This design comes from an exercise in tuning for small area, a short achievable clock period and few clock cycles per item on the open sky130 flow, not from production work. In this exercise RTL edits were held to simulation tests only and were not proved equivalent to the original. No activity file was given, so power comes from the tool's default toggle rates.

## build 48
// indexed_insert_delete_list
module indexed_insert_delete_list #(
   parameter int CAPACITY = iidl_pkg::CAPACITY_DEF
) (
   input  logic                           clock,
   input  logic                           reset,
   input  logic                           req_valid,
   output logic                           req_ready,
   input  logic [iidl_pkg::OPCODE_W-1:0]  req_opcode,
   input  logic [iidl_pkg::POS_W-1:0]     req_position,
   input  logic [iidl_pkg::DATA_W-1:0]    req_value,
   output logic                           rsp_valid,
   input  logic                           rsp_ready,
   output logic [iidl_pkg::DATA_W-1:0]    rsp_read_value,
   output logic [iidl_pkg::STATUS_W-1:0]  rsp_status,
   output logic [iidl_pkg::LEN_W-1:0]     rsp_length
);
==> flow/config.mk <==
export PLATFORM = sky130hd
export DESIGN_NAME = indexed_insert_delete_list
export DESIGN_NICKNAME = indexed_insert_delete_list
export VERILOG_FILES = /design/flow/design.v
export SDC_FILE = /design/flow/constraint.sdc
export NUM_CORES = 4
export LEC_CHECK = 0
export CAP_MARGIN = 25
export CELL_PAD_IN_SITES_DETAIL_PLACEMENT = 1
export CELL_PAD_IN_SITES_GLOBAL_PLACEMENT = 2
export CORE_MARGIN = 2
export CORE_UTILIZATION = 28
export CTS_CLUSTER_DIAMETER = 85
export CTS_CLUSTER_SIZE = 30
export PLACE_DENSITY = 0.4
export SETUP_SLACK_MARGIN = 2.8
export SLEW_MARGIN = 20
export TNS_END_PERCENT = 40
==> flow/constraint.sdc <==
create_clock -name core_clock -period 5.0 [get_ports {clock}]
set_input_delay 1.0000 -clock core_clock [delete_from_list [all_inputs] [get_ports {clock}]]
set_output_delay 1.0000 -clock core_clock [all_outputs]
set_load 0.01 [all_outputs]
standard.sh (not shown) runs the stock make flow with config.mk's settings and CLKGATE_MAP_FILE= SYNTH_SCRIPT=/design/flow/synth_recipe.tcl, a recipe that flattens the netlist after the stock synthesis.
==> flow/flow/run.sh <==
#!/bin/bash
# The standard layout, with the port buffers made of buf_4 cells instead of the
# default choice (a delay buffer) so that the output ports are driven quickly.
set -euo pipefail
export BUFFER_PORTS_ARGS="-buffer_cell sky130_fd_sc_hd__buf_4"
bash standard.sh > standard_flow.log 2>&1
Testbench counts of build 48, summed over its fixed seeds: cycles 4,824, items 4,800.
[inputs] build 50 vs build 48
Settings: CAP_MARGIN: 25 -> 20; SETUP_SLACK_MARGIN: 2.8 -> 2.6; CORE_UTILIZATION: 28 -> 34; PLACE_DENSITY: 0.4 -> 0.46; TNS_END_PERCENT: 40 -> 20.
## What came out
- Build 50: PASS, flow complete, no timing, DRC or antenna violations
- Row count | build 50 below build 48
- The final reports for build 50 and build 48 show number of logic inverters in the finished layout lower in the former.
- Build 48 leaves less setup margin than build 50.
- Per the comparison of build 50 with build 48, fmax went up about 5%; combined buffer and inverter count along the critical path went down 1.
[inputs] build 53 vs build 50
Settings: a change of CORE_UTILIZATION from 34 to 28; a change of CAP_MARGIN from 20 to 25; a change of PLACE_DENSITY from 0.46 to 0.4; a change of CTS_CLUSTER_DIAMETER from 85 to 70; a change of CTS_CLUSTER_SIZE from 30 to 24; a change of SETUP_SLACK_MARGIN from 2.6 to 2.4.
## What came out
- Looking at site row count across build 50 and build 53, the one that comes out higher is build 53.
- On multi-input logic cell count, build 53 tracks build 50 almost exactly.
- The multi-input logic area in build 53 was lower than what build 50 gave.
- Run comparison: build 50 launching element of the worst setup path s0_eq_ff[26]$_DFFE_PN_; build 53 launching element of the worst setup path s0_eq_ff[56]$_DFFE_PN_
- Between build 50 and build 53, total global-route track usage is lower for build 53, build 50 comes in above that.
- Compared with build 50, build 53 shows sequential share of layout area lower by 0.92 points.
- Delta (build 53 minus build 50): clock network fraction of design power grew by 7.1 points; met2 global-route usage shrank by 7.9 points.
The following lists how build 28 was set up differently from build 53:
Settings: CORE_UTILIZATION now 40, was 28; CTS_CLUSTER_DIAMETER now 85, was 70; SETUP_SLACK_MARGIN now 2.6, was 2.4; CTS_CLUSTER_SIZE now 30, was 24; PLACE_DENSITY now 0.52, was 0.4.
- Against build 53, build 28 comes in about 30% higher on maximum number of pins on one net before global-route repair.
- Note that the final routed wirelength across all metal layers recorded for build 53 amounts to 1.14 times the value seen in build 28.
- On number of detailed-routing iterations run before antenna repair: build 28 sits above build 53.


xenon:
indexed_insert_delete_list again, from the RTL that the note above started with.
export LEC_CHECK = 0
export CAP_MARGIN = 25
export CELL_PAD_IN_SITES_DETAIL_PLACEMENT = 1
export CELL_PAD_IN_SITES_GLOBAL_PLACEMENT = 2
export CORE_MARGIN = 2
export CORE_UTILIZATION = 34
export CTS_CLUSTER_DIAMETER = 85
export CTS_CLUSTER_SIZE = 30
export PLACE_DENSITY = 0.4
export SETUP_SLACK_MARGIN = 2.6
export SLEW_MARGIN = 20
export TNS_END_PERCENT = 20
create_clock -name core_clock -period 5.0 [get_ports {clock}]
Scripts as last shown in full above: flow/flow/run.sh
xenon did not stop at any stage, and its layout met the timing, design-rule and antenna checks.
Testbench counts of xenon, summed over its fixed seeds: cycles 4,824, items 4,800.
Input-level comparison between zinc and xenon:
Settings: changing CTS_CLUSTER_SIZE from 30 to 26; changing PLACE_DENSITY from 0.4 to 0.5; changing CTS_CLUSTER_DIAMETER from 85 to 75; changing CORE_UTILIZATION from 34 to 38.
Notes after the runs:
The lower post-route clock period utilization of zinc and xenon is in xenon. ~same source-to-sink clock delay at the later pin of the worst-skew pair in zinc and xenon. From xenon to zinc the numbers moved as follows: depth of the most critical reg-to-reg path decreased 1, final non-filler cell area closely matched the old numbers, minimum clock period after layout has increased, first-iteration DRC count shows an increase of 3024. Lower clock buffer instance count of the final layout among zinc and xenon: xenon. zinc does better than xenon on routed wire length. The number of buffer and inverter stages on the critical path in zinc sits 2 below the value recorded for xenon. Going from xenon to zinc, total power moved up, number of standard cells in the final layout excluding fillers moved down.
Relative to zinc, the following input files were edited for harbor:
Settings: CORE_UTILIZATION: 38 -> 28; PLACE_DENSITY: 0.5 -> 0.4; CTS_CLUSTER_DIAMETER: 75 -> 85; CTS_CLUSTER_SIZE: 26 -> 30.
==> comparison <==
harbor: total length of routed wires is 14% higher than what zinc reported. Lower fraction of the core area covered by cells at the end of the flow was reported by harbor, not zinc. Clock latency reported for the late side of the worst-skew pair (lower): zinc.
Edits applied to the flow inputs when going from harbor to tundra:
Settings: PLACE_DENSITY changed from 0.4 to 0.46; CORE_UTILIZATION changed from 28 to 34.
Findings:
Taking harbor as the reference, in tundra register-to-register slack higher; number of nets in the layout lower; count of vias placed by the detailed router lower; switching power summed over all nets lower.

## port drivers added, routing unchanged
In the flow no input, the clock included, has a driving cell. The finished layouts below were timed again as built, in two steps.
Step 1 (the two cells are an assumption about what drives the block):
set clk [get_ports {clock}]
set_driving_cell -lib_cell sky130_fd_sc_hd__clkbuf_16 $clk
set_driving_cell -lib_cell sky130_fd_sc_hd__buf_2 [delete_from_list [all_inputs] $clk]
Step 2 adds t to the input delays and takes it off the output delays; t is the mean of the earliest and latest rising clock arrival at the registers after step 1. Input paths then give back, and output paths get back, about the clock's delay inside the block.
Three values: no drivers, after step 1, after step 2; two values: the first two.
run	t (ns)	slack for setup (ns)	hold slack, ns	worst data-port slew with drivers (ns)	cell pins on the clock port's net
build 48	1.064	2.111 / 2.111 / 1.444	0.199 / 0.114 / 0.514	0.06	1
build 50	1.025	2.255 / 2.185 / 1.626	0.248 / 0.162 / 0.522	0.10	1
build 53	1.123	2.110 / 2.024 / 1.681	0.133 / 0.044 / 0.520	0.07	1
build 28	1.043	2.199 / 2.129 / 1.502	0.237 / 0.159 / 0.519	0.15	1
xenon	1.022	2.229 / 2.147 / 1.626	0.240 / 0.154 / 0.526	0.12	1
zinc	1.029	2.185 / 2.158 / 1.466	0.228 / 0.153 / 0.516	0.10	1
harbor	1.074	2.125 / 2.091 / 1.640	0.183 / 0.093 / 0.508	0.08	1
tundra	1.022	2.229 / 2.147 / 1.626	0.240 / 0.154 / 0.526	0.12	1
After both steps every run listed still meets setup and hold. For zinc, which loses most, drivers alone change the setup slack by -0.027 ns; drivers and shift together by -0.719 ns.
